This design comes from an exercise in tuning for small area, a short achievable clock period and few clock cycles per item on the open sky130 flow, not from production work.
No run shown here included a check of the RTL's function; only the layout flow was run.

$ cat design/flow/config.mk
export PLATFORM = sky130hd
export DESIGN_NAME = sm4Core
export DESIGN_NICKNAME = sm4Core
export VERILOG_FILES = /design/flow/design.v
export SDC_FILE = /design/flow/constraint.sdc
export NUM_CORES = 8
export LEC_CHECK = 0
export CAP_MARGIN = 20
export CORE_MARGIN = 2
export CORE_UTILIZATION = 60
export SETUP_SLACK_MARGIN = 5
export SLEW_MARGIN = 20
export TNS_END_PERCENT = 0
$ cat design/flow/constraint.sdc
create_clock -name core_clock -period 11.0 [get_ports {clk}]
set_input_delay 2.2000 -clock core_clock [delete_from_list [all_inputs] [get_ports {clk}]]
set_output_delay 2.2000 -clock core_clock [all_outputs]
set_load 0.01 [all_outputs]
$ cat design/flow/design.v
`default_nettype none
package sm4TablesPkg;
  function automatic logic [8:0] invForms(input logic [3:0] d);
    case (d)
      4'd0: invForms = 9'd0;
      4'd1: invForms = 9'd432;
      4'd2: invForms = 9'd216;
      4'd3: invForms = 9'd360;
      4'd4: invForms = 9'd45;
      4'd5: invForms = 9'd325;
      4'd6: invForms = 9'd427;
      4'd7: invForms = 9'd371;
      4'd8: invForms = 9'd54;
      4'd9: invForms = 9'd413;
      4'd10: invForms = 9'd390;
      4'd11: invForms = 9'd245;
      4'd12: invForms = 9'd27;
      4'd13: invForms = 9'd350;
      4'd14: invForms = 9'd238;
      4'd15: invForms = 9'd195;
      default: invForms = 9'd0;
    endcase
  endfunction
  function automatic logic [7:0] sbox(input logic [7:0] a);
    logic t1, t2, t3, t4, t5, t6, t7, t8, t9, t10, t11, t12;
    logic t13, t14, t15, t16, t17, t18, t19, t20, t21, t22, t23, t24;
    logic t25, t26, t27, t28, t29, t30, t31, t32, t33, t34, t35, t36;
    logic t37, t38, t39, t40, t41, t42, t43, p0, p1, p2, p3, p4;
    logic p5, p6, p7, p8, u1, u2, u3, u4, u5, u6, u7, u8;
    logic u9, u10, u11, u12, u13, u14, u15, dd1, qh0, qs0, qh1, qs1;
    logic qh2, qs2, qh3, qs3, qh4, qs4, qh5, qs5, qh6, qs6, qh7, qs7;
    logic qh8, qs8, w1, w2, w3, w4, w5, w6, w7, w8, w9, w10;
    logic w11, w12, w13, w14, w15, w16, w17, w18, w19, w20, w21, w22;
    logic w23, w24, w25, w26, w27, w28, w29, w30, w31, w32, w33, w34;
    logic w35, w36;
    logic [3:0] d;
    logic [8:0] fd;
    t1 = a[0] ^ a[6];
    t2 = a[2] ^ a[5];
    t3 = a[1] ^ a[4];
    t4 = a[3] ^ a[7];
    t5 = t1 ^ t3;
    t6 = a[5] ^ a[6];
    t7 = a[0] ^ a[3];
    t8 = a[4] ^ a[5];
    t9 = a[2] ^ a[4];
    t10 = a[1] ^ t1;
    t11 = a[7] ^ t2;
    t12 = t2 ^ t3;
    t13 = t2 ^ t4;
    t14 = a[2] ^ a[7];
    t15 = a[0] ^ a[2];
    t16 = a[1] ^ a[2];
    t17 = a[3] ^ a[4];
    t18 = a[1] ^ a[3];
    t19 = a[1] ^ a[7];
    t20 = a[3] ^ t2;
    t21 = a[5] ^ t4;
    t22 = a[5] ^ t3;
    t23 = a[4] ^ t1;
    t24 = a[6] ^ t9;
    t25 = a[1] ^ t2;
    t26 = t15 ^ t3;
    t27 = t1 ^ t16;
    t28 = t1 ^ t8;
    t29 = t1 ^ t9;
    t30 = t3 ^ t6;
    t31 = t18 ^ t6;
    t32 = t4 ^ t6;
    t33 = t2 ^ t7;
    t34 = a[2] ^ t5;
    t35 = a[6] ^ t13;
    t36 = a[7] ^ t5;
    t37 = a[4] ^ t13;
    t38 = a[0] ^ t12;
    t39 = t12 ^ t7;
    t40 = t10 ^ t2;
    t41 = t1 ^ t11;
    t42 = t20 ^ t5;
    t43 = t21 ^ t5;
    p0 = ~t42 & t40;
    p1 = t43 & ~t27;
    p2 = ~t14 & ~a[5];
    p3 = ~a[6] & t22;
    p4 = ~t26 & t10;
    p5 = t34 & t28;
    p6 = t39 & t29;
    p7 = ~t35 & ~a[2];
    p8 = ~t36 & ~t23;
    u1 = p3 ^ p4;
    u2 = p4 ^ t8;
    u3 = p2 ^ t41;
    u4 = p4 ^ t33;
    u5 = p6 ^ t38;
    u6 = p0 ^ u1;
    u7 = p0 ^ p1;
    u8 = p5 ^ u4;
    u9 = p7 ^ u1;
    u10 = p5 ^ p7;
    u11 = p8 ^ u2;
    u12 = u3 ^ u6;
    u13 = u7 ^ u8;
    u14 = u5 ^ u9;
    u15 = u10 ^ u11;
    dd1 = ~u13;
    d = {u15, u14, dd1, u12};
    fd = invForms(d);
    qh0 = ~t42 & fd[0];
    qs0 = ~t17 & fd[0];
    qh1 = t43 & fd[1];
    qs1 = ~t37 & fd[1];
    qh2 = ~t14 & fd[2];
    qs2 = t11 & fd[2];
    qh3 = ~a[6] & fd[3];
    qs3 = ~t30 & fd[3];
    qh4 = ~t26 & fd[4];
    qs4 = ~t24 & fd[4];
    qh5 = t34 & fd[5];
    qs5 = t25 & fd[5];
    qh6 = t39 & fd[6];
    qs6 = t31 & fd[6];
    qh7 = ~t35 & fd[7];
    qs7 = t32 & fd[7];
    qh8 = ~t36 & fd[8];
    qs8 = t19 & fd[8];
    w1 = qs1 ^ qs8;
    w2 = qh5 ^ qs0;
    w3 = qh1 ^ qh2;
    w4 = qh6 ^ qs2;
    w5 = qh3 ^ qs3;
    w6 = qh4 ^ qh7;
    w7 = w1 ^ w2;
    w8 = qs1 ^ qs5;
    w9 = qh0 ^ qh4;
    w10 = qs6 ^ w3;
    w11 = w4 ^ w8;
    w12 = qs2 ^ qs6;
    w13 = qh8 ^ qs3;
    w14 = qh1 ^ qs7;
    w15 = qh8 ^ qs7;
    w16 = qh2 ^ qs0;
    w17 = qs2 ^ qs4;
    w18 = qs4 ^ w5;
    w19 = qs7 ^ w2;
    w20 = w1 ^ w12;
    w21 = w13 ^ w3;
    w22 = w5 ^ w6;
    w23 = w14 ^ w9;
    w24 = w15 ^ w6;
    w25 = w16 ^ w17;
    w26 = w5 ^ w9;
    w27 = w4 ^ w6;
    w28 = w11 ^ w21;
    w29 = w10 ^ w18;
    w30 = w11 ^ w22;
    w31 = w23 ^ w7;
    w32 = w24 ^ w7;
    w33 = w25 ^ w26;
    w34 = w10 ^ w19;
    w35 = w29 ^ w7;
    w36 = w27 ^ w34;
    sbox[0] = ~w20;
    sbox[1] = ~w28;
    sbox[2] = w35;
    sbox[3] = w30;
    sbox[4] = ~w31;
    sbox[5] = w32;
    sbox[6] = ~w33;
    sbox[7] = ~w36;
  endfunction
  function automatic logic [31:0] ck(input logic [4:0] i);
    case (i)
      5'd0: ck = 32'h00070e15;
      5'd1: ck = 32'h1c232a31;
      5'd2: ck = 32'h383f464d;
      5'd3: ck = 32'h545b6269;
      5'd4: ck = 32'h70777e85;
      5'd5: ck = 32'h8c939aa1;
      5'd6: ck = 32'ha8afb6bd;
      5'd7: ck = 32'hc4cbd2d9;
      5'd8: ck = 32'he0e7eef5;
      5'd9: ck = 32'hfc030a11;
      5'd10: ck = 32'h181f262d;
      5'd11: ck = 32'h343b4249;
      5'd12: ck = 32'h50575e65;
      5'd13: ck = 32'h6c737a81;
      5'd14: ck = 32'h888f969d;
      5'd15: ck = 32'ha4abb2b9;
      5'd16: ck = 32'hc0c7ced5;
      5'd17: ck = 32'hdce3eaf1;
      5'd18: ck = 32'hf8ff060d;
      5'd19: ck = 32'h141b2229;
      5'd20: ck = 32'h30373e45;
      5'd21: ck = 32'h4c535a61;
      5'd22: ck = 32'h686f767d;
      5'd23: ck = 32'h848b9299;
      5'd24: ck = 32'ha0a7aeb5;
      5'd25: ck = 32'hbcc3cad1;
      5'd26: ck = 32'hd8dfe6ed;
      5'd27: ck = 32'hf4fb0209;
      5'd28: ck = 32'h10171e25;
      5'd29: ck = 32'h2c333a41;
      5'd30: ck = 32'h484f565d;
      5'd31: ck = 32'h646b7279;
      default: ck = 32'h0;
    endcase
  endfunction
  localparam logic [127:0] FK = {
    32'ha3b1bac6,
    32'h56aa3350,
    32'h677d9197,
    32'hb27022dc
  };
  function automatic logic [31:0] rotl(input logic [31:0] w, input int unsigned n);
    rotl = (w << n) | (w >> (32 - n));
  endfunction
  function automatic logic [31:0] tauSub(input logic [31:0] a);
    tauSub = {sbox(a[31:24]), sbox(a[23:16]), sbox(a[15:8]), sbox(a[7:0])};
  endfunction
  function automatic logic [31:0] dataT(input logic [31:0] x);
    logic [31:0] b;
    b = tauSub(x);
    dataT = b ^ rotl(b, 2) ^ rotl(b, 10) ^ rotl(b, 18) ^ rotl(b, 24);
  endfunction
  function automatic logic [31:0] keyT(input logic [31:0] x);
    logic [31:0] b;
    b = tauSub(x);
    keyT = b ^ rotl(b, 13) ^ rotl(b, 23);
  endfunction
endpackage
`default_nettype wire
`default_nettype none
package sm4CorePkg;
  localparam int WORD_W  = 32;
  localparam int BLOCK_W = 128;
  localparam int ROUNDS  = 32;
  localparam int ROUND_W = 5;
endpackage
`default_nettype wire
`default_nettype none
import sm4CorePkg::*;
module sm4Core (
  input  wire logic                             clk,
  input  wire logic                             rst_n,
  input  wire logic                             start,
  input  wire logic                             decrypt,
  input  wire logic [sm4CorePkg::BLOCK_W-1:0]   key,
  input  wire logic [sm4CorePkg::BLOCK_W-1:0]   textIn,
  output logic [sm4CorePkg::BLOCK_W-1:0]        textOut,
  output logic                                  done
);
  localparam logic [ROUND_W-1:0] CNT_LAST = ROUND_W'(ROUNDS - 1);
  logic               busy;
  logic               spec;
  logic               hitR;
  logic               rounds;
  logic               decMode;
  logic               valid;
  logic [ROUND_W-1:0] cnt;
  logic [ROUND_W-1:0] cntNext;
  logic               accept;
  logic               missNow;
  logic               lastRound;
  logic               toRounds;
  logic               keyBack;
  logic               dataRound;
  logic               saveEnd;
  logic               keyBackNext;
  logic [BLOCK_W-1:0] keyIn;
  logic [BLOCK_W-1:0] kw;
  logic [BLOCK_W-1:0] ko;
  assign keyIn     = key ^ sm4TablesPkg::FK;
  assign accept    = start && !busy;
  assign missNow   = spec && !hitR;
  assign lastRound = busy && rounds && !spec && (cnt == '0);
  assign toRounds  = busy && !rounds && (!decMode || cnt == CNT_LAST);
  always_comb
  begin
    if (accept)
      cntNext = decrypt ? CNT_LAST : ROUND_W'(1);
    else if (!busy || lastRound || missNow)
      cntNext = '0;
    else if (rounds ? decMode : (decMode && cnt == CNT_LAST))
      cntNext = rounds ? cnt - 1'b1 : cnt;
    else
      cntNext = cnt + 1'b1;
  end
  assign keyBackNext = accept ? decrypt
                              : (busy && !lastRound && !missNow && decMode && (rounds || toRounds));
  always_ff @(posedge clk or negedge rst_n)
  begin
    if (!rst_n)
    begin
      busy      <= 1'b0;
      spec      <= 1'b0;
      hitR      <= 1'b0;
      rounds    <= 1'b0;
      decMode   <= 1'b0;
      valid     <= 1'b0;
      cnt       <= '0;
      done      <= 1'b0;
      keyBack   <= 1'b0;
      dataRound <= 1'b0;
    end
    else
    begin
      done <= lastRound;
      cnt  <= cntNext;
      spec <= accept;
      hitR <= valid && (keyIn == kw);
      keyBack   <= keyBackNext;
      dataRound <= accept || (busy && !lastRound && !missNow && (rounds || toRounds));
      if (accept)
      begin
        busy    <= 1'b1;
        rounds  <= 1'b1;
        decMode <= decrypt;
      end
      else
      begin
        if (lastRound)
        begin
          busy  <= 1'b0;
          valid <= 1'b1;
        end
        if (missNow)
          rounds <= 1'b0;
        else if (toRounds)
          rounds <= 1'b1;
      end
    end
  end
  logic [WORD_W-1:0] k0, k1, k2, k3;
  logic [WORD_W-1:0] tk;
  logic [WORD_W-1:0] e0, e1, e2, e3;
  logic              stepFwd;
  logic              stepBack;
  logic              encEnd;
  logic [WORD_W-1:0] z;
  assign {k0, k1, k2, k3} = kw;
  assign tk = sm4TablesPkg::keyT(z);
  assign encEnd   = lastRound && !decMode;
  assign stepFwd  = (accept && !decrypt) || (busy && !keyBack && !encEnd && !missNow);
  assign stepBack = busy && keyBack && !missNow;
  always_comb
  begin
    if ((accept && decrypt) || missNow || encEnd)
      {e0, e1, e2, e3} = ko;
    else if (stepFwd)
      {e0, e1, e2, e3} = {k1, k2, k3, k0};
    else if (stepBack)
      {e0, e1, e2, e3} = {k3, k0, k1, k2};
    else
      {e0, e1, e2, e3} = kw;
  end
  always_ff @(posedge clk)
    kw <= {(tk & {WORD_W{stepBack}}) ^ e0, e1, e2, (tk & {WORD_W{stepFwd}}) ^ e3};
  always_ff @(posedge clk)
    z <= (tk & {WORD_W{keyBackNext ? stepBack : stepFwd}}) ^
         (e1 ^ e2 ^ (keyBackNext ? e0 : e3) ^ sm4TablesPkg::ck(cntNext));
  assign saveEnd = busy && !missNow && (decMode ? (rounds && cnt == CNT_LAST)
                                                : (!rounds || cnt == '0));
  always_ff @(posedge clk)
  begin
    if (accept)
      ko <= keyIn;
    else if (saveEnd)
      ko <= kw;
  end
  logic [WORD_W-1:0] x0, x1, x2, x3;
  logic [WORD_W-1:0] ex0, ex1, ex2, ex3;
  logic [WORD_W-1:0] y;
  logic [WORD_W-1:0] ty;
  logic              dataStep;
  assign dataStep = dataRound && !missNow;
  assign ty = sm4TablesPkg::dataT(y);
  always_comb
  begin
    if (accept)
      {ex0, ex1, ex2, ex3} = textIn;
    else if (dataStep)
      {ex0, ex1, ex2, ex3} = {x1, x2, x3, x0};
    else
      {ex0, ex1, ex2, ex3} = {x0, x1, x2, x3};
  end
  always_ff @(posedge clk)
  begin
    {x0, x1, x2} <= {ex0, ex1, ex2};
    x3 <= (ty & {WORD_W{dataStep}}) ^ ex3;
    y  <= (ty & {WORD_W{dataStep}}) ^ (tk & {WORD_W{stepFwd}}) ^ (ex1 ^ ex2 ^ ex3 ^ e3);
  end
  assign textOut = {x3, x2, x1, x0};
endmodule
`default_nettype wire
$ cat design/flow/flow/run.sh
#!/bin/bash
# Own layout flow: the standard flow (standard.sh) with two changes.
#  - Synthesis is the standard one except for the ABC script that maps the
#    logic between the registers: flow/abc.script (ORFS's area script, a
#    delay-driven map with area recovery) instead of the speed script.
#    The flip-flops are mapped before ABC runs and ABC does not touch them,
#    so registers, their names and cells are the standard synthesis's.
#  - flow/knobs.txt adds ORFS variables to the make calls: the port buffers
#    are buf_1 cells (every port still gets one), and the timing repair
#    aims at a larger setup margin. The clock and constraints are the standard flow's.
# Each tool's full output goes to a log file of its own in this folder
# (synth.log, layout.log, and ORFS's own logs under orfs/logs).
set -euo pipefail
here=$(pwd)
fdir=$here/flow

# synthesis script: synth_recipe.tcl with ORFS's synth.tcl swapped for a copy
# whose abc call uses flow/abc.script.
sed "s#^  log_cmd abc {\*}\$abc_args#  set abc_args [lreplace \$abc_args 1 1 $fdir/abc.script]\n  log_cmd abc {*}\$abc_args#" \
  "$FLOW_HOME/scripts/synth.tcl" > "$here/own_synth.tcl"
grep -q "abc.script" "$here/own_synth.tcl"
sed "s#\$::env(SCRIPTS_DIR)/synth.tcl#$here/own_synth.tcl#" "$here/synth_recipe.tcl" > "$here/own_synth_recipe.tcl"
grep -q "own_synth.tcl" "$here/own_synth_recipe.tcl"

knobs=()
if [[ -f $fdir/knobs.txt ]]; then
  while IFS= read -r line; do
    [[ -n "$line" && "$line" != \#* ]] && knobs+=("$line")
  done < "$fdir/knobs.txt"
fi

bash standard.sh "SYNTH_SCRIPT=$here/own_synth_recipe.tcl" "${knobs[@]}" synth > "$here/synth.log" 2>&1
bash standard.sh "SYNTH_SCRIPT=$here/own_synth_recipe.tcl" "${knobs[@]}" finish > "$here/layout.log" 2>&1
test -f "$here/out/final.def"
$ cat design/flow/flow/abc.script
strash
dch
map -B 0.9
topo
stime -c
buffer -c
upsize -c
dnsize -c
$ cat design/flow/flow/knobs.txt
BUFFER_PORTS_ARGS=-buffer_cell sky130_fd_sc_hd__buf_1
SETUP_SLACK_MARGIN=5.75
$ cat design/flow/standard.sh
#!/bin/bash
# synth_recipe.tcl (not shown) runs the flow's synth.tcl, then flattens the netlist and writes it again
# the make line also repeats each setting of config.mk as NAME=value (left out here)
make -C /OpenROAD-flow-scripts/flow DESIGN_CONFIG=/design/flow/config.mk WORK_HOME=/design/flow/orfs CLKGATE_MAP_FILE= SYNTH_SCRIPT=/design/flow/synth_recipe.tcl "${@:-finish}"
==> impl_metrics.tcl, run 1 <==
set metrics [dict create \
    netlist.area_leader.share_pct 28.5 \
    grt_pass1_wl_um 275000 \
    setup-tns-final_ns 0 \
    postCtsSetupBuffers 0 \
    fmax_mhz 189 \
    maxSlewHeadroom_pct 16.0 \
    gpl.final_weighted_congestion 1.06 \
    worst_hold_path.num_cells 1 \
    grt_usage_pct 43.7 \
    worst_pin_slew_ns 1.26 \
    met3RoutedLength_um 23300 \
    layout_min_cycle_time_ns 5.28 \
    hold_viol 0 \
    startpoint_type "input pin" \
    setup.worst_path.end_class "flop" \
    tritoncts "done" \
    status "no timing/DRC/antenna violations" \
    number_of_synthesis_warnings 1 \
    finish.instance_area_um2 50100 \
    layout.nets 8442 \
    synthCells 7924 \
    synth_top_cells_by_area "nand2_1 (29%), dfxtp_1 (12%), edfxtp_1 (10%)" \
    layout.cells.most_common "nand2_1" \
    insertion_delay_ns 0.63 \
    die-width_um 284 \
    finalSetupViolCount 0 \
    cts-buffers-inserted 45 \
    synth_async_sr_flop_share_pct 3.03 \
    synth.avg_cell_area_um2 5.92 \
    first_drt_pass_iteration_count 9 \
    post-dp-hpwl_um 147000 \
    layout_common_cells "nand2_1 (3557), nand3_1 (683), inv_1 (533)" \
    area_delta_synth_final_pct 6.94 \
    fp-row-count 102 \
    yosys.area.top_type "nand2_1" \
    chipHeight_um 284 \
    synth.cell_area_um2 46900 \
    met2_length_um 76500 \
    clock_tree_sinks 462 \
    clockRootBuffer "clkbuf_16" \
    io_buffers 388 \
    finish.utilization_pct 64.7 \
    floorplan.die_area_um2 80400 \
    timing.setup.critical_path_class "input pin to flop" \
    worst-endpoint-required_ns 11.48 \
    post_dp_cell_area_um2 48600 \
    drt_iter0_markers 7039 \
    final_layout_size_suffix_gt1_share_pct 7.62 \
    synth.yosys.seq_area_share_pct 23.3 \
    post-route-drc-count 0 \
    cts.path.max_buffers 3 \
    grt_remaining_overflow 0 \
    grt_setup_unrepaired "yes" \
    hold_buffer_count_at_cts 0 \
    hold_path_class "flop to flop" \
    worstPathArrival_ns 5.76 \
    dr_top_layer "met5" \
    synth-edff-count 160 \
    r2r.worst_path.cells 28 \
    wire_per_inst_um 20.1 \
    timing_max_transition_violations_final 0 \
    ys_types 65 \
    ys_ff_latch 462 \
    detail_route.wirelength_um 185000 \
    period_share_pct 48.0 \
    via_count 53952 \
    antenna_violations_before_repair 6 \
    coreArea_um2 77500 \
    dominantRegCellSynth "dfxtp_1" \
    maxCapViolations 0 \
    initial_core_util_pct 60.5 \
    critical_path_peak_fanout 89 \
    first_global_vias 47496 \
    worst_setup_hold_path_clk_slew_ns 0.07 \
    worst_clock_skew_ns 0.0482 \
    grt_max_degree 216 \
    viasPerCell 5.86 \
    io_pins 389 \
    mappedNetlistNets 8241 \
    cts-htree-levels 2 \
    drt.antenna.violating_nets 0 \
    routed_length_on_met1_um 72300 \
]
==> worst max-delay path: stages <==
cell and delay [ns]:
buf_1 0.10, nand2_4 0.26, buf_4 0.60, o21ai_4 0.12, inv_6 0.56, buf_6 0.58, nor2_1 0.08, o22ai_1 0.54
xor2_1 0.18, inv_1 0.09, nand4_1 0.09, nand2_1 0.12, inv_1 0.05, nand2_1 0.05, nand2_1 0.05
==> Yosys cell counts (all sizes together) (8+ instances only) <==
library cell	n
buf	97
dfxtp	288
nor2	433
inv	657
o211ai	92
a31oi	87
nand3	741
nor3	9
nand4	44
a22oi	8
nor4	9
xor2	296
o21ai	467
o22ai	47
a21oi	105
nand3b	44
dfrtp	14
a221oi	25
edfxtp	160
xnor2	229
nand2	3798
clkbuf	158
or2	10
ha	57
==> state kept, by name (all words and copies together) (netlist names), 32 cells and up <==
signal  count
x0         32
x3         32
ko        128
x1         32
x2         32
kw        128
y          32
z          32
==> cell type report <==
class / instances / area [um2]
Multi-Input combinational cell: 6546 / 32200
Fill cell: 7526 / 27300
Sequential cell: 462 / 11000
Inverter: 661 / 2560
Timing Repair Buffer: 409 / 1670
Tap cell: 1040 / 1300
Clock buffer: 63 / 1220
Clock inverter: 20 / 190
Antenna cell: 6 / 15.0
==> routing by layer <==
layer / global-route usage, % / up-vias
met2: 65.2 / 3145
met4: 25.6 / 2
met1: 57.7 / 24416
met5: 0 / -
met3: 10.0 / 616
li1: - / 25773
==> stage by stage <==
stage	setup WS [ns]	hold slack, ns	cells
after detailed placement	4.86	0.493	9117
final	5.72	0.518	9207
after global routing	5.52	0.534	9204
after floorplan	5.69	0.432	7924
after global placement	4.86	0.500	9117
after CTS	5.56	0.507	9200
==> kinds of logic (layout without fill, tap and decap cells) <==
family          after synthesis  in the layout  share of synthesized area [%]
simple gates               5098           5098                           46.3
mux                           5              5                          0.107
flops                       462            462                           23.3
buf+inv                     916           1153                           8.16
xor+xnor                    525            525                           10.0
other cells                   0              6                              0
fa+ha+maj                    57             57                           1.52
compound gates              861            861                           10.6
==> repair_timing <==
item | CTS | global route
endpoints found under the setup margin | 30 | 183
cloned | 0 | 1
resized for setup | 3 | 40
==> final timing paths <==
path | from | to | slack (ns)
max | start | y[25] | 5.72
min | spec | done | 0.52
max reg2reg | z[5] | y[0] | 5.78
min reg2reg | spec | done | 0.52
max in group asynchronous | rst_n | cnt[1] | 8.71
min in group asynchronous | rst_n | done | 1.70
==> run 2, diff against run 1 <==
==> design/flow/flow/knobs.txt (replaced) <==
BUFFER_PORTS_ARGS=-buffer_cell sky130_fd_sc_hd__buf_1
SETUP_SLACK_MARGIN=6.5
==> run 2 against run 1 <==
Effect of this change:
- wire length grew 2.3%
- synthesized cell count is the same
- highest routed layer unchanged
- register-to-register slack improved by 0.78 ns
- worst hold slack improved by 0.013 ns
- first-iteration DRC count shrank 0.14%
- worst setup slack better by 0.70 ns
==> impl_metrics.tcl, run 2 <==
set metrics [dict create \
    status "no timing/DRC/antenna violations" \
    met2_length_um 77600 \
    met3RoutedLength_um 24800 \
    worst_clock_skew_ns 0.0398 \
    antenna_violations_before_repair 14 \
    hold_path_class "flop to flop" \
    synth_top_cells_by_area "nand2_1 (29%), dfxtp_1 (12%), edfxtp_1 (10%)" \
    detail_route.wirelength_um 189000 \
    io_buffers 388 \
    io_pins 389 \
    coreArea_um2 77500 \
    final_layout_size_suffix_gt1_share_pct 11.5 \
    grt_usage_pct 44.3 \
    dominantRegCellSynth "dfxtp_1" \
    synth_async_sr_flop_share_pct 3.03 \
    insertion_delay_ns 0.64 \
    timing_max_transition_violations_final 0 \
    worstPathArrival_ns 5.12 \
    initial_core_util_pct 60.5 \
    wire_per_inst_um 20.4 \
    synth-compound-area-share_pct 10.6 \
    ys_ff_latch 462 \
    cts-htree-levels 2 \
    grt_setup_unrepaired "yes" \
    first_global_vias 48261 \
    area_share_of_fa_ha_maj_cells_after_synthesis_pct 1.52 \
    post_synth_and_or_nand_nor_area_fraction_pct 46.3 \
    setup.worst_path.end_class "flop" \
    grt_max_degree 187 \
    grt_pass1_wl_um 280000 \
    layout.cells.most_common "nand2_1" \
    main_combinational_cell_family_by_area_after_synthesis "simple AND/OR/NAND/NOR gates" \
    floorplan.die_area_um2 80400 \
    fmax_mhz 218 \
    layout_min_cycle_time_ns 4.58 \
    synthMostInstantiatedCell "nand2_1" \
    hold_viol 0 \
    number_of_synthesis_warnings 1 \
    timing.final.ws_setup_ns 6.42 \
    ys_types 65 \
    chipHeight_um 284 \
    finalSetupViolCount 0 \
    clockRootBuffer "clkbuf_16" \
    maxCapViolations 0 \
    first_drt_pass_iteration_count 7 \
    timing.setup.critical_path_class "input pin to flop" \
    synth.cell_area_um2 46900 \
    critical_path_peak_fanout 43 \
    maxSlewHeadroom_pct 21.7 \
    finish.utilization_pct 67.5 \
    cts-buffers-inserted 47 \
    fp-row-count 102 \
    cts.path.max_buffers 3 \
    post-dp-hpwl_um 146000 \
    synthCells 7924 \
    worst-endpoint-required_ns 11.54 \
    mappedNetlistNets 8241 \
    yosys.area.top_type "nand2_1" \
    viasPerCell 5.91 \
    synth.avg_cell_area_um2 5.92 \
    synth.yosys.seq_area_share_pct 23.3 \
    netlist.area_leader.share_pct 28.5 \
    die-width_um 284 \
    muxShareOfSynthArea_pct 0.107 \
    via_count 54903 \
    worst_case_setup_slack_after_placement_ns 4.30 \
    synth_xor_xnor_area_share_pct 10.0 \
    routed_length_on_met1_um 72400 \
    period_share_pct 41.7 \
    worst_pin_slew_ns 1.18 \
    gpl.final_weighted_congestion 1.06 \
    drt.antenna.violating_nets 0 \
    biggestRegsByFlops "ko x128, kw x128" \
    area_delta_synth_final_pct 11.5 \
    synth-edff-count 160 \
    clock_tree_sinks 462 \
    final.fill_count 7315 \
    tritoncts "done" \
    startpoint_type "input pin" \
    setup-tns-final_ns 0 \
    drt_iter0_markers 7029 \
    grt_remaining_overflow 0 \
    layout_common_cells "nand2_1 (3440), nand3_1 (648), inv_1 (524)" \
    post-route-drc-count 0 \
    dr_top_layer "met5" \
    synthTopCellsByCount "nand2_1 (3563), nand3_1 (686), inv_1 (534)" \
    worst_setup_hold_path_clk_slew_ns 0.07 \
    layout.nets 8526 \
]
## run 2: kinds of logic after synthesis
family / count (synthesis)
AO/OA/AOI/OAI: 861
multiplexers: 5
buffers and inverters: 916
flip-flops: 462
AND/OR/NAND/NOR: 5098
XOR/XNOR: 525
adder cells (fa/ha/maj): 57
## run 2: worst paths after layout
kind / from / to / slack (ns) / cells past startpoint
setup reg to reg: cnt[1] / z[29] / 6.56 / 21
setup / recovery: start / z[11] / 6.42 / 11
min in group asynchronous: rst_n / valid / 1.66 / 1
max in group asynchronous: rst_n / cnt[2] / 8.77 / 1
hold reg to reg: valid / valid / 0.53 / 1
hold / removal: valid / valid / 0.53 / 1
## run 2: metrics by stage
| step | instance area (um2) | instances | hold WS, ns |
|---|---|---|---|
| floorplan | 46900 | 7924 | 0.432 |
| detailed placement | 48600 | 9120 | 0.496 |
| finish | 52300 | 9294 | 0.531 |
| global placement | 48600 | 9120 | 0.491 |
| CTS | 50700 | 9220 | 0.510 |
| global route | 52300 | 9288 | 0.533 |
## run 2: metal layers
layer,GRT usage (%),vias up
li1,-,25948
met3,10.1,674
met1,58.7,24953
met2,64.7,3318
met5,0,-
met4,29.0,10
## run 2: final cells by class
type                            count  area (um2)  share of cell area, %
Antenna cell                        7        17.5                 0.0335
Clock inverter                     20         208                  0.397
Multi-Input combinational cell   6548       33200                   63.5
Sequential cell                   462       11100                   21.2
Timing Repair Buffer              489        2480                   4.73
Tap cell                         1040        1300                   2.49
Inverter                          661        2590                   4.95
Clock buffer                       67        1390                   2.65
## run 2: critical path: stages
cell	delay, ns
buf_2	0.25
nand2_8	0.17
inv_8	0.26
nand2_2	0.16
inv_1	0.15
nor3_4	0.08
buf_6	0.28
o21ai_0	0.91
o21ai_0	0.24
xnor2_1	0.24
xor2_1	0.15
## run 2: timing repair
| action | in CTS | in global routing |
|---|---|---|
| cloned | 6 | 1 |
| resized for setup | 126 | 280 |
| pin swaps | 6 | 34 |
| hold buffers | 0 | 0 |
| endpoints found under the setup margin | 219 | 160 |
| buffers inserted | 7 | 66 |
| endpoints found under the hold margin | 0 | 0 |
==> run 3, diff against run 2 <==
==> design/flow/flow/knobs.txt (replaced) <==
BUFFER_PORTS_ARGS=-buffer_cell sky130_fd_sc_hd__buf_1
SETUP_SLACK_MARGIN=6.25
==> run 3 against run 2 <==
Effect of this change:
- worst setup slack got worse by 0.32 ns
- final cell count shrank 0.70%
- via count down 1.0%
- wire length is 1.7% lower
- fmax shrank 6.4%
- global-route usage shrank 0.28 points
==> impl_metrics.tcl, run 3 <==
set metrics [dict create \
    status "no timing/DRC/antenna violations" \
    io_buffers 388 \
    synthTopCellsByCount "nand2_1 (3563), nand3_1 (686), inv_1 (534)" \
    post-dp-hpwl_um 145000 \
    synth.cell_area_um2 46900 \
    setup-tns-final_ns 0 \
    number_of_synthesis_warnings 1 \
    timing_max_transition_violations_final 0 \
    ys_ff_latch 462 \
    cts.path.max_buffers 3 \
    die-width_um 284 \
    grt_setup_unrepaired "yes" \
    layout_min_cycle_time_ns 4.90 \
    area_delta_synth_final_pct 8.45 \
    fp-row-count 102 \
    maxSlewHeadroom_pct 15.0 \
    detail_route.wirelength_um 186000 \
    post-route-drc-count 0 \
    insertion_delay_ns 0.64 \
    tritoncts "done" \
    mappedNetlistNets 8241 \
    hold_path_class "flop to flop" \
    timing.final.ws_setup_ns 6.10 \
    biggestRegsByFlops "ko x128, kw x128" \
    gpl.final_weighted_congestion 1.07 \
    antenna_violations_before_repair 7 \
    fmax_mhz 204 \
    setup.worst_path.end_class "flop" \
    grt_usage_pct 44.1 \
    grt_max_degree 129 \
    chipHeight_um 284 \
    layout.cells.most_common "nand2_1" \
    synth_top_cells_by_area "nand2_1 (29%), dfxtp_1 (12%), edfxtp_1 (10%)" \
    finalSetupViolCount 0 \
    finish.utilization_pct 65.6 \
    cts-htree-levels 2 \
    layout_common_cells "nand2_1 (3539), nand3_1 (678), inv_1 (532)" \
    synth-edff-count 160 \
    worst_pin_slew_ns 1.27 \
    cts-buffers-inserted 48 \
    floorplan.die_area_um2 80400 \
    initial_core_util_pct 60.5 \
    setup.reg_to_reg.worst_slack_ns 6.27 \
    first_global_vias 48096 \
    timing.setup.critical_path_class "input pin to flop" \
    clock_tree_sinks 462 \
    drt.antenna.violating_nets 0 \
    period_share_pct 44.5 \
    synth_async_sr_flop_share_pct 3.03 \
    grt_remaining_overflow 0 \
    path_cells "clkbuf_2 -> nand2_8 -> inv_6 -> nand2_1 -> inv_1 -> nor3_4 -> buf_4 -> buf_16 -> o21ai_0 -> o21ai_0 -> xnor2_1 -> xor2_1 -> xor2_1" \
    coreArea_um2 77500 \
    first_drt_pass_iteration_count 9 \
    yosys.area.top_type "nand2_1" \
    worst_path_max_delay_cell "o21ai_0" \
    netlist.area_leader.share_pct 28.5 \
    dominantRegCellSynth "dfxtp_1" \
    drt_iter0_markers 7285 \
    final.fill_count 7413 \
    ys_types 65 \
    cp_num_buf_inv 5 \
    path_delay_family "buffers and inverters" \
    synth.avg_cell_area_um2 5.92 \
    startpoint_type "input pin" \
    worstPathArrival_ns 5.46 \
    synthMostInstantiatedCell "nand2_1" \
    hold_viol 0 \
    final_layout_size_suffix_gt1_share_pct 8.80 \
    max_stage_delay_ns 0.63 \
    worst_setup_hold_path_clk_slew_ns 0.07 \
    worst-endpoint-required_ns 11.56 \
    critical_path_peak_fanout 46 \
    io_pins 389 \
    grt_pass1_wl_um 278000 \
    maxCapViolations 0 \
    clockRootBuffer "clkbuf_16" \
    via_count 54331 \
    synth.yosys.seq_area_share_pct 23.3 \
    wire_per_inst_um 20.2 \
    worst_clock_skew_ns 0.0420 \
    synthCells 7924 \
    worst_case_setup_slack_after_placement_ns 4.61 \
    viasPerCell 5.89 \
    layout.nets 8464 \
]
-- run 3: cell counts after synthesis --
Identical to the previous run, type by type.
-- run 3: cell families (layout without fill, tap and decap cells) --
| logic type | after synthesis | after routing | share of synthesized area [%] |
|---|---|---|---|
| multiplexers | 5 | 5 | 0.107 |
| flip-flops | 462 | 462 | 23.3 |
| buffers and inverters | 916 | 1177 | 8.16 |
| other | 0 | 3 | 0 |
| AND/OR/NAND/NOR | 5098 | 5099 | 46.3 |
| AO/OA/AOI/OAI | 861 | 861 | 10.6 |
| adder cells (fa/ha/maj) | 57 | 57 | 1.52 |
| XOR/XNOR | 525 | 525 | 10.0 |
-- run 3: final timing paths --
check / from / endpoint / cells past startpoint
max: start / z[22] / 13
min: spec / done / 1
max reg2reg: z[6] / y[26] / 30
min reg2reg: spec / done / 1
max in group asynchronous: rst_n / cnt[1] / 1
min in group asynchronous: rst_n / done / 1
-- run 3: worst reg2reg max path, delay by kind of cell (launching register included) --
family | cells | cell delay, ns
and+or+nand+nor | 24 | 2.99
DFF | 1 | 0.51
buffers and inverters | 3 | 0.39
xor gates and xnor gates | 1 | 0.33
adders and majority gates | 1 | 0.29
AOI/OAI and AO/OA | 1 | 0.08
-- run 3: timing repair --
item / 4_1_cts / 5_1_grt
setup endpoints to repair: 206 / 154
hold endpoints to repair: 0 / 0
buffers inserted: 0 / 12
gates cloned: 3 / 2
pin swaps: 1 / 5
resized for setup: 39 / 129
hold buffers: 0 / 0
-- run 3: area by class of cell --
class                      instances  area (um2)  area share [%]
antenna                            3        7.51          0.0148
clock buffer                      62        1290            2.55
clock inverter                    27         273           0.536
inverter                         661        2580            5.07
multi-input combinational       6547       32400            63.8
sequential                       462       11100            21.8
tap                             1040        1300            2.56
timing repair buffer             427        1900            3.74
-- run 3: metal layers --
metal  GRT usage [%]  routed length, um
met1            58.5              72400
met5               0                 38
met4            27.3              13400
met2            63.9              75100
met3            11.1              25000
-- run 3: metrics by stage --
| stage | cell area (um2) | instances | hold WS (ns) |
|---|---|---|---|
| 2_1_floorplan | 46900 | 7924 | 0.432 |
| 6_report | 50900 | 9229 | 0.474 |
| 3_5_place_dp | 48600 | 9120 | 0.489 |
| 5_1_grt | 50900 | 9227 | 0.522 |
| 4_1_cts | 50400 | 9212 | 0.485 |
| 3_3_place_gp | 48600 | 9120 | 0.486 |
==> run 4, diff against run 3 <==
--- a/design/flow/design.v
+++ b/design/flow/design.v
@@ -25,148 +25,160 @@
     logic t1, t2, t3, t4, t5, t6, t7, t8, t9, t10, t11, t12;
     logic t13, t14, t15, t16, t17, t18, t19, t20, t21, t22, t23, t24;
     logic t25, t26, t27, t28, t29, t30, t31, t32, t33, t34, t35, t36;
-    logic t37, t38, t39, t40, t41, t42, t43, p0, p1, p2, p3, p4;
-    logic p5, p6, p7, p8, u1, u2, u3, u4, u5, u6, u7, u8;
-    logic u9, u10, u11, u12, u13, u14, u15, dd1, qh0, qs0, qh1, qs1;
-    logic qh2, qs2, qh3, qs3, qh4, qs4, qh5, qs5, qh6, qs6, qh7, qs7;
-    logic qh8, qs8, w1, w2, w3, w4, w5, w6, w7, w8, w9, w10;
-    logic w11, w12, w13, w14, w15, w16, w17, w18, w19, w20, w21, w22;
-    logic w23, w24, w25, w26, w27, w28, w29, w30, w31, w32, w33, w34;
-    logic w35, w36;
+    logic t37, t38, t39, t40, t41, t42, t43, t44, t45, t46, t47, t48;
+    logic t49, p0, p1, p2, p3, p4, p5, p6, p7, p8, u1, u2;
+    logic u3, u4, u5, u6, u7, u8, u9, u10, u11, u12, u13, u14;
+    logic u15, u16, qh0, qs0, qh1, qs1, qh2, qs2, qh3, qs3, qh4, qs4;
+    logic qh5, qs5, qh6, qs6, qh7, qs7, qh8, qs8, w1, w2, w3, w4;
+    logic w5, w6, w7, w8, w9, w10, w11, w12, w13, w14, w15, w16;
+    logic w17, w18, w19, w20, w21, w22, w23, w24, w25, w26, w27, w28;
+    logic w29, w30, w31, w32, w33, w34, w35, w36, w37, w38, w39, w40;
+    logic w41;
     logic [3:0] d;
     logic [8:0] fd;
-    t1 = a[0] ^ a[6];
-    t2 = a[2] ^ a[5];
-    t3 = a[1] ^ a[4];
-    t4 = a[3] ^ a[7];
-    t5 = t1 ^ t3;
-    t6 = a[5] ^ a[6];
+    t1 = a[1] ^ a[5];
+    t2 = a[4] ^ a[6];
+    t3 = a[0] ^ a[7];
+    t4 = a[2] ^ t1;
+    t5 = a[3] ^ t3;
+    t6 = a[2] ^ a[7];
     t7 = a[0] ^ a[3];
-    t8 = a[4] ^ a[5];
-    t9 = a[2] ^ a[4];
-    t10 = a[1] ^ t1;
-    t11 = a[7] ^ t2;
-    t12 = t2 ^ t3;
-    t13 = t2 ^ t4;
-    t14 = a[2] ^ a[7];
-    t15 = a[0] ^ a[2];
+    t8 = a[3] ^ a[5];
+    t9 = a[1] ^ a[4];
+    t10 = a[2] ^ a[5];
+    t11 = a[3] ^ t2;
+    t12 = t1 ^ t2;
+    t13 = a[0] ^ a[2];
+    t14 = a[3] ^ a[7];
+    t15 = a[3] ^ a[4];
     t16 = a[1] ^ a[2];
-    t17 = a[3] ^ a[4];
-    t18 = a[1] ^ a[3];
-    t19 = a[1] ^ a[7];
-    t20 = a[3] ^ t2;
-    t21 = a[5] ^ t4;
-    t22 = a[5] ^ t3;
-    t23 = a[4] ^ t1;
-    t24 = a[6] ^ t9;
-    t25 = a[1] ^ t2;
-    t26 = t15 ^ t3;
-    t27 = t1 ^ t16;
-    t28 = t1 ^ t8;
-    t29 = t1 ^ t9;
-    t30 = t3 ^ t6;
-    t31 = t18 ^ t6;
-    t32 = t4 ^ t6;
-    t33 = t2 ^ t7;
-    t34 = a[2] ^ t5;
-    t35 = a[6] ^ t13;
-    t36 = a[7] ^ t5;
-    t37 = a[4] ^ t13;
-    t38 = a[0] ^ t12;
-    t39 = t12 ^ t7;
-    t40 = t10 ^ t2;
-    t41 = t1 ^ t11;
-    t42 = t20 ^ t5;
-    t43 = t21 ^ t5;
-    p0 = ~t42 & t40;
-    p1 = t43 & ~t27;
-    p2 = ~t14 & ~a[5];
-    p3 = ~a[6] & t22;
-    p4 = ~t26 & t10;
-    p5 = t34 & t28;
-    p6 = t39 & t29;
-    p7 = ~t35 & ~a[2];
-    p8 = ~t36 & ~t23;
-    u1 = p3 ^ p4;
-    u2 = p4 ^ t8;
-    u3 = p2 ^ t41;
-    u4 = p4 ^ t33;
-    u5 = p6 ^ t38;
-    u6 = p0 ^ u1;
+    t17 = a[2] ^ a[6];
+    t18 = a[6] ^ t6;
+    t19 = a[6] ^ t8;
+    t20 = a[4] ^ t1;
+    t21 = a[0] ^ t2;
+    t22 = a[2] ^ t9;
+    t23 = a[6] ^ t1;
+    t24 = a[4] ^ t10;
+    t25 = a[6] ^ t7;
+    t26 = a[5] ^ t2;
+    t27 = t2 ^ t7;
+    t28 = t6 ^ t8;
+    t29 = t3 ^ t9;
+    t30 = t1 ^ t13;
+    t31 = t14 ^ t2;
+    t32 = t2 ^ t3;
+    t33 = t1 ^ t15;
+    t34 = t10 ^ t3;
+    t35 = t16 ^ t2;
+    t36 = t2 ^ t5;
+    t37 = t3 ^ t4;
+    t38 = t12 ^ t3;
+    t39 = t1 ^ t5;
+    t40 = t26 ^ t6;
+    t41 = t27 ^ t4;
+    t42 = t12 ^ t5;
+    t43 = t20 ^ t5;
+    t44 = t21 ^ t4;
+    t45 = t31 ^ t4;
+    t46 = t32 ^ t4;
+    t47 = t11 ^ t4;
+    t48 = t22 ^ t5;
+    t49 = t25 ^ t4;
+    p0 = ~t41 & ~t30;
+    p1 = ~t6 & ~t44;
+    p2 = t42 & t2;
+    p3 = t18 & t45;
+    p4 = t28 & ~t7;
+    p5 = t19 & ~t46;
+    p6 = ~t43 & ~t36;
+    p7 = ~t8 & t47;
+    p8 = t29 & ~t37;
+    u1 = a[1] ^ p4;
+    u2 = p4 ^ t17;
+    u3 = p4 ^ t49;
+    u4 = p4 ^ t40;
+    u5 = p0 ^ p2;
+    u6 = p3 ^ u2;
     u7 = p0 ^ p1;
-    u8 = p5 ^ u4;
-    u9 = p7 ^ u1;
-    u10 = p5 ^ p7;
-    u11 = p8 ^ u2;
-    u12 = u3 ^ u6;
-    u13 = u7 ^ u8;
-    u14 = u5 ^ u9;
-    u15 = u10 ^ u11;
-    dd1 = ~u13;
-    d = {u15, u14, dd1, u12};
+    u8 = p5 ^ u1;
+    u9 = p3 ^ p6;
+    u10 = p7 ^ u3;
+    u11 = p5 ^ p7;
+    u12 = p8 ^ u4;
+    u13 = u5 ^ u6;
+    u14 = u7 ^ u8;
+    u15 = u10 ^ u9;
+    u16 = u11 ^ u12;
+    d = {u16, u15, u14, u13};
     fd = invForms(d);
-    qh0 = ~t42 & fd[0];
-    qs0 = ~t17 & fd[0];
-    qh1 = t43 & fd[1];
-    qs1 = ~t37 & fd[1];
-    qh2 = ~t14 & fd[2];
-    qs2 = t11 & fd[2];
-    qh3 = ~a[6] & fd[3];
-    qs3 = ~t30 & fd[3];
-    qh4 = ~t26 & fd[4];
-    qs4 = ~t24 & fd[4];
-    qh5 = t34 & fd[5];
-    qs5 = t25 & fd[5];
-    qh6 = t39 & fd[6];
-    qs6 = t31 & fd[6];
-    qh7 = ~t35 & fd[7];
-    qs7 = t32 & fd[7];
-    qh8 = ~t36 & fd[8];
-    qs8 = t19 & fd[8];
-    w1 = qs1 ^ qs8;
-    w2 = qh5 ^ qs0;
-    w3 = qh1 ^ qh2;
-    w4 = qh6 ^ qs2;
-    w5 = qh3 ^ qs3;
-    w6 = qh4 ^ qh7;
-    w7 = w1 ^ w2;
-    w8 = qs1 ^ qs5;
-    w9 = qh0 ^ qh4;
-    w10 = qs6 ^ w3;
-    w11 = w4 ^ w8;
-    w12 = qs2 ^ qs6;
-    w13 = qh8 ^ qs3;
-    w14 = qh1 ^ qs7;
-    w15 = qh8 ^ qs7;
-    w16 = qh2 ^ qs0;
-    w17 = qs2 ^ qs4;
-    w18 = qs4 ^ w5;
-    w19 = qs7 ^ w2;
-    w20 = w1 ^ w12;
-    w21 = w13 ^ w3;
-    w22 = w5 ^ w6;
-    w23 = w14 ^ w9;
-    w24 = w15 ^ w6;
-    w25 = w16 ^ w17;
-    w26 = w5 ^ w9;
-    w27 = w4 ^ w6;
-    w28 = w11 ^ w21;
-    w29 = w10 ^ w18;
-    w30 = w11 ^ w22;
-    w31 = w23 ^ w7;
-    w32 = w24 ^ w7;
-    w33 = w25 ^ w26;
-    w34 = w10 ^ w19;
-    w35 = w29 ^ w7;
-    w36 = w27 ^ w34;
-    sbox[0] = ~w20;
-    sbox[1] = ~w28;
-    sbox[2] = w35;
-    sbox[3] = w30;
-    sbox[4] = ~w31;
-    sbox[5] = w32;
-    sbox[6] = ~w33;
-    sbox[7] = ~w36;
+    qh0 = ~t41 & fd[0];
+    qs0 = t11 & fd[0];
+    qh1 = ~t6 & fd[1];
+    qs1 = t38 & fd[1];
+    qh2 = t42 & fd[2];
+    qs2 = t39 & fd[2];
+    qh3 = t18 & fd[3];
+    qs3 = t33 & fd[3];
+    qh4 = t28 & fd[4];
+    qs4 = ~t34 & fd[4];
+    qh5 = t19 & fd[5];
+    qs5 = ~t48 & fd[5];
+    qh6 = ~t43 & fd[6];
+    qs6 = t23 & fd[6];
+    qh7 = ~t8 & fd[7];
+    qs7 = ~t35 & fd[7];
+    qh8 = t29 & fd[8];
+    qs8 = ~t24 & fd[8];
+    w1 = qh7 ^ qs4;
+    w2 = qh8 ^ qs0;
+    w3 = qs2 ^ qs5;
+    w4 = qs3 ^ qs8;
+    w5 = qs6 ^ w1;
+    w6 = qh3 ^ qh6;
+    w7 = qh0 ^ qs1;
+    w8 = qh4 ^ w4;
+    w9 = qh5 ^ w2;
+    w10 = w3 ^ w9;
+    w11 = qs1 ^ w6;
+    w12 = w2 ^ w7;
+    w13 = w11 ^ w8;
+    w14 = qh7 ^ qs7;
+    w15 = qs4 ^ qs6;
+    w16 = qh1 ^ qs5;
+    w17 = qh0 ^ qh2;
+    w18 = qh3 ^ qs8;
+    w19 = qs2 ^ qs7;
+    w20 = qh2 ^ qh6;
+    w21 = qs8 ^ w15;
+    w22 = qh1 ^ w4;
+    w23 = qs7 ^ w20;
+    w24 = w1 ^ w16;
+    w25 = w17 ^ w18;
+    w26 = w1 ^ w19;
+    w27 = w3 ^ w7;
+    w28 = qs0 ^ w5;
+    w29 = w14 ^ w8;
+    w30 = w21 ^ w6;
+    w31 = w12 ^ w24;
+    w32 = w25 ^ w5;
+    w33 = w12 ^ w22;
+    w34 = w23 ^ w27;
+    w35 = w33 ^ w5;
+    w36 = w13 ^ w26;
+    w37 = w34 ^ w5;
+    w38 = w10 ^ w29;
+    w39 = w10 ^ w30;
+    w40 = w10 ^ w32;
+    w41 = w13 ^ w28;
+    sbox[0] = ~w38;
+    sbox[1] = ~w39;
+    sbox[2] = w31;
+    sbox[3] = w40;
+    sbox[4] = ~w35;
+    sbox[5] = w41;
+    sbox[6] = ~w36;
+    sbox[7] = ~w37;
   endfunction
   function automatic logic [31:0] ck(input logic [4:0] i);
     case (i)
==> design/flow/flow/knobs.txt (replaced) <==
BUFFER_PORTS_ARGS=-buffer_cell sky130_fd_sc_hd__buf_1
SETUP_SLACK_MARGIN=6.5
==> run 4 against run 3 <==
Effect of this change:
- die area up 1.6%
- critical path depth shrank 6
- worst setup slack gained 0.30 ns
- critical path type unchanged
- synthesized cell count increased by 2.1%
- worst hold slack better by 0.052 ns
- largest cell class unchanged
==> impl_metrics.tcl, run 4 <==
set metrics [dict create \
    status "no timing/DRC/antenna violations" \
    period_share_pct 41.8 \
    cts-buffers-inserted 46 \
    first_global_vias 48288 \
    detail_route.wirelength_um 193000 \
    post-dp-hpwl_um 149000 \
    worst_clock_skew_ns 0.0446 \
    worstPathArrival_ns 5.01 \
    fp-row-count 103 \
    drt.antenna.violating_nets 0 \
    synth_top_cells_by_area "nand2_1 (29%), dfxtp_1 (12%), edfxtp_1 (10%)" \
    mappedNetlistNets 8405 \
    worst_case_setup_slack_after_placement_ns 4.62 \
    biggestRegsByFlops "ko x128, kw x128" \
    synthMostInstantiatedCell "nand2_1" \
    via_count 55964 \
    worst_pin_slew_ns 1.06 \
    critical_path_peak_fanout 3 \
    insertion_delay_ns 0.59 \
    post_dp_cell_area_um2 49600 \
    coreArea_um2 78900 \
    final_layout_size_suffix_gt1_share_pct 12.5 \
    startpoint_type "input pin" \
    synthTopCellsByCount "nand2_1 (3648), nand3_1 (755), inv_1 (549)" \
    io_buffers 388 \
    cts-htree-levels 2 \
    finalSetupViolCount 0 \
    grt_pass1_wl_um 280000 \
    hold_viol 0 \
    layout.cells.most_common "nand2_1" \
    r2r-start "z[11]" \
    hold_buffer_count_at_cts 0 \
    grt_setup_unrepaired "yes" \
    grt_max_degree 129 \
    synth.cell_area_um2 47700 \
    holdCritStartpoint "ko[68]" \
    timing.final.ws_setup_ns 6.41 \
    layout.nets 8718 \
    die-width_um 286 \
    yosys.area.top_type "nand2_1" \
    timing.setup.critical_path_class "input pin to flop" \
    synth.avg_cell_area_um2 5.89 \
    gpl.final_weighted_congestion 1.04 \
    timing_max_transition_violations_final 0 \
    synth.yosys.seq_area_share_pct 22.9 \
    synthCells 8088 \
    synth-edff-count 160 \
    post-route-drc-count 0 \
    wire_per_inst_um 20.4 \
    startpoint "key[97]" \
    finish.instance_area_um2 54200 \
    floorplan.die_area_um2 81700 \
    synth_async_sr_flop_share_pct 3.03 \
    number_of_synthesis_warnings 1 \
    finish.utilization_pct 68.7 \
    dominantRegCellSynth "dfxtp_1" \
    area_delta_synth_final_pct 13.7 \
    worst_setup_hold_path_clk_slew_ns 0.07 \
    clock_tree_sinks 462 \
    first_drt_pass_iteration_count 8 \
    setup.worst_path.end_class "flop" \
    netlist.area_leader.share_pct 28.7 \
    layout_common_cells "nand2_1 (3472), nand3_1 (699), inv_1 (531)" \
    antenna_violations_before_repair 8 \
    clockRootBuffer "clkbuf_16" \
    io_pins 389 \
    maxSlewHeadroom_pct 28.7 \
    ys_types 64 \
    worst-endpoint-required_ns 11.41 \
    maxCapViolations 0 \
    hold_path_class "flop to flop" \
    setup-tns-final_ns 0 \
    drt_iter0_markers 7211 \
    tritoncts "done" \
    chipHeight_um 286 \
    viasPerCell 5.89 \
    fmax_mhz 218 \
    grt_remaining_overflow 0 \
    layout_min_cycle_time_ns 4.59 \
    cts.path.max_buffers 3 \
    grt_usage_pct 44.0 \
    initial_core_util_pct 60.4 \
    ys_ff_latch 462 \
]
-- run 4: cell count changes after synthesis, sizes merged, moves of 7 or more --
cell   before   now
nand2    3798  3855
o22a        0     7
nand3     741   820
xor2      296   326
nor3        9    17
nor2      433   455
a31oi      87    68
o21ai     467   435
buf        97    83
xnor2     229   252
-- run 4: kinds of logic (layout without fill, tap and decap cells) --
family                     Yosys count  after routing  synth area share [%]
adders and majority gates           57             57                  1.50
muxes                                2              2                0.0420
buffers and inverters              899           1247                  7.58
xor gates and xnor gates           578            578                  11.1
other                                0              9                     0
AOI/OAI and AO/OA                  829            829                  10.0
and+or+nand+nor                   5261           5262                  46.9
DFF                                462            462                  22.9
-- run 4: layout make-up --
type | count | area, um2
Multi-Input combinational cell | 6728 | 35100
Fill cell | 7337 | 24700
Timing Repair Buffer | 501 | 2570
Clock inverter | 11 | 97.6
Sequential cell | 462 | 11100
Clock buffer | 73 | 1370
Antenna cell | 9 | 22.5
Inverter | 662 | 2550
Tap cell | 1050 | 1310
-- run 4: per-stage QoR --
step | std cells | hold slack, ns
2_1_floorplan | 8088 | 0.440
3_3_place_gp | 9316 | 0.506
3_5_place_dp | 9316 | 0.508
4_1_cts | 9404 | 0.518
5_1_grt | 9492 | 0.541
6_report | 9496 | 0.526
-- run 4: per-layer routing --
metal | vias to the layer above | share of wire (%) | global-route usage, %
li1 | 26523 | - | -
met1 | 25296 | 38 | 58.2
met2 | 3390 | 40 | 64.4
met3 | 751 | 14 | 10.1
met4 | 4 | 8.2 | 28.2
met5 | - | 0.013 | 0
-- run 4: path summary, 6_finish.rpt --
path	end	slack (ns)	depth (start not counted)
min in group asynchronous	valid	1.71	1
max reg2reg	y[8]	6.58	30
min reg2reg	kw[68]	0.53	1
min	kw[68]	0.53	1
max in group asynchronous	cnt[2]	8.73	1
max	hitR	6.41	7
-- run 4: critical path, stage by stage --
cell,delay [ns]
buf_1,0.26
nor2_1,0.07
nor4b_1,0.86
nand4_1,0.29
nor4_1,0.46
nand3_1,0.21
nor4_1,0.65
-- run 4: repair_timing --
| action | 4_1_cts | 5_1_grt |
|---|---|---|
| buffers inserted | 2 | 78 |
| endpoints found under the setup margin | 192 | 161 |
| pin swaps | 2 | 63 |
| resized for setup | 138 | 464 |
| gates cloned | 2 | 4 |

static timing again, ports no longer ideal:
The flow's constraints put no driver on any port. The routed layouts listed below were extracted and timed again, unchanged, in two steps.
Step 1: set_driving_cell puts a clkbuf_16 on clk and a buf_2 on each other input, an assumption about the parent block.
Step 2 times the ports against the registers' clock, not the clock port: input delays grow and output delays shrink by t, the midpoint of the rising clock arrivals with the driver on.
a / b / c = no drivers / after step 1 / after step 2; a / b = the first two.
| run | shift t [ns] | setup slack, ns | latest minus earliest clock arrival (ns) |
|---|---|---|---|
| run 1 | 0.672 | 5.719 / 5.761 / 5.089 | 0.049 / 0.049 |
| run 2 | 0.682 | 6.418 / 6.462 / 5.780 | 0.041 / 0.041 |
| run 3 | 0.689 | 6.103 / 6.147 / 5.458 | 0.042 / 0.042 |
| run 4 | 0.632 | 6.406 / 6.421 / 5.789 | 0.046 / 0.046 |
After both steps setup and hold are still met in every run listed. The setup slack of run 3, which loses most, moves by +0.044 ns with the drivers and by -0.645 ns with both steps.
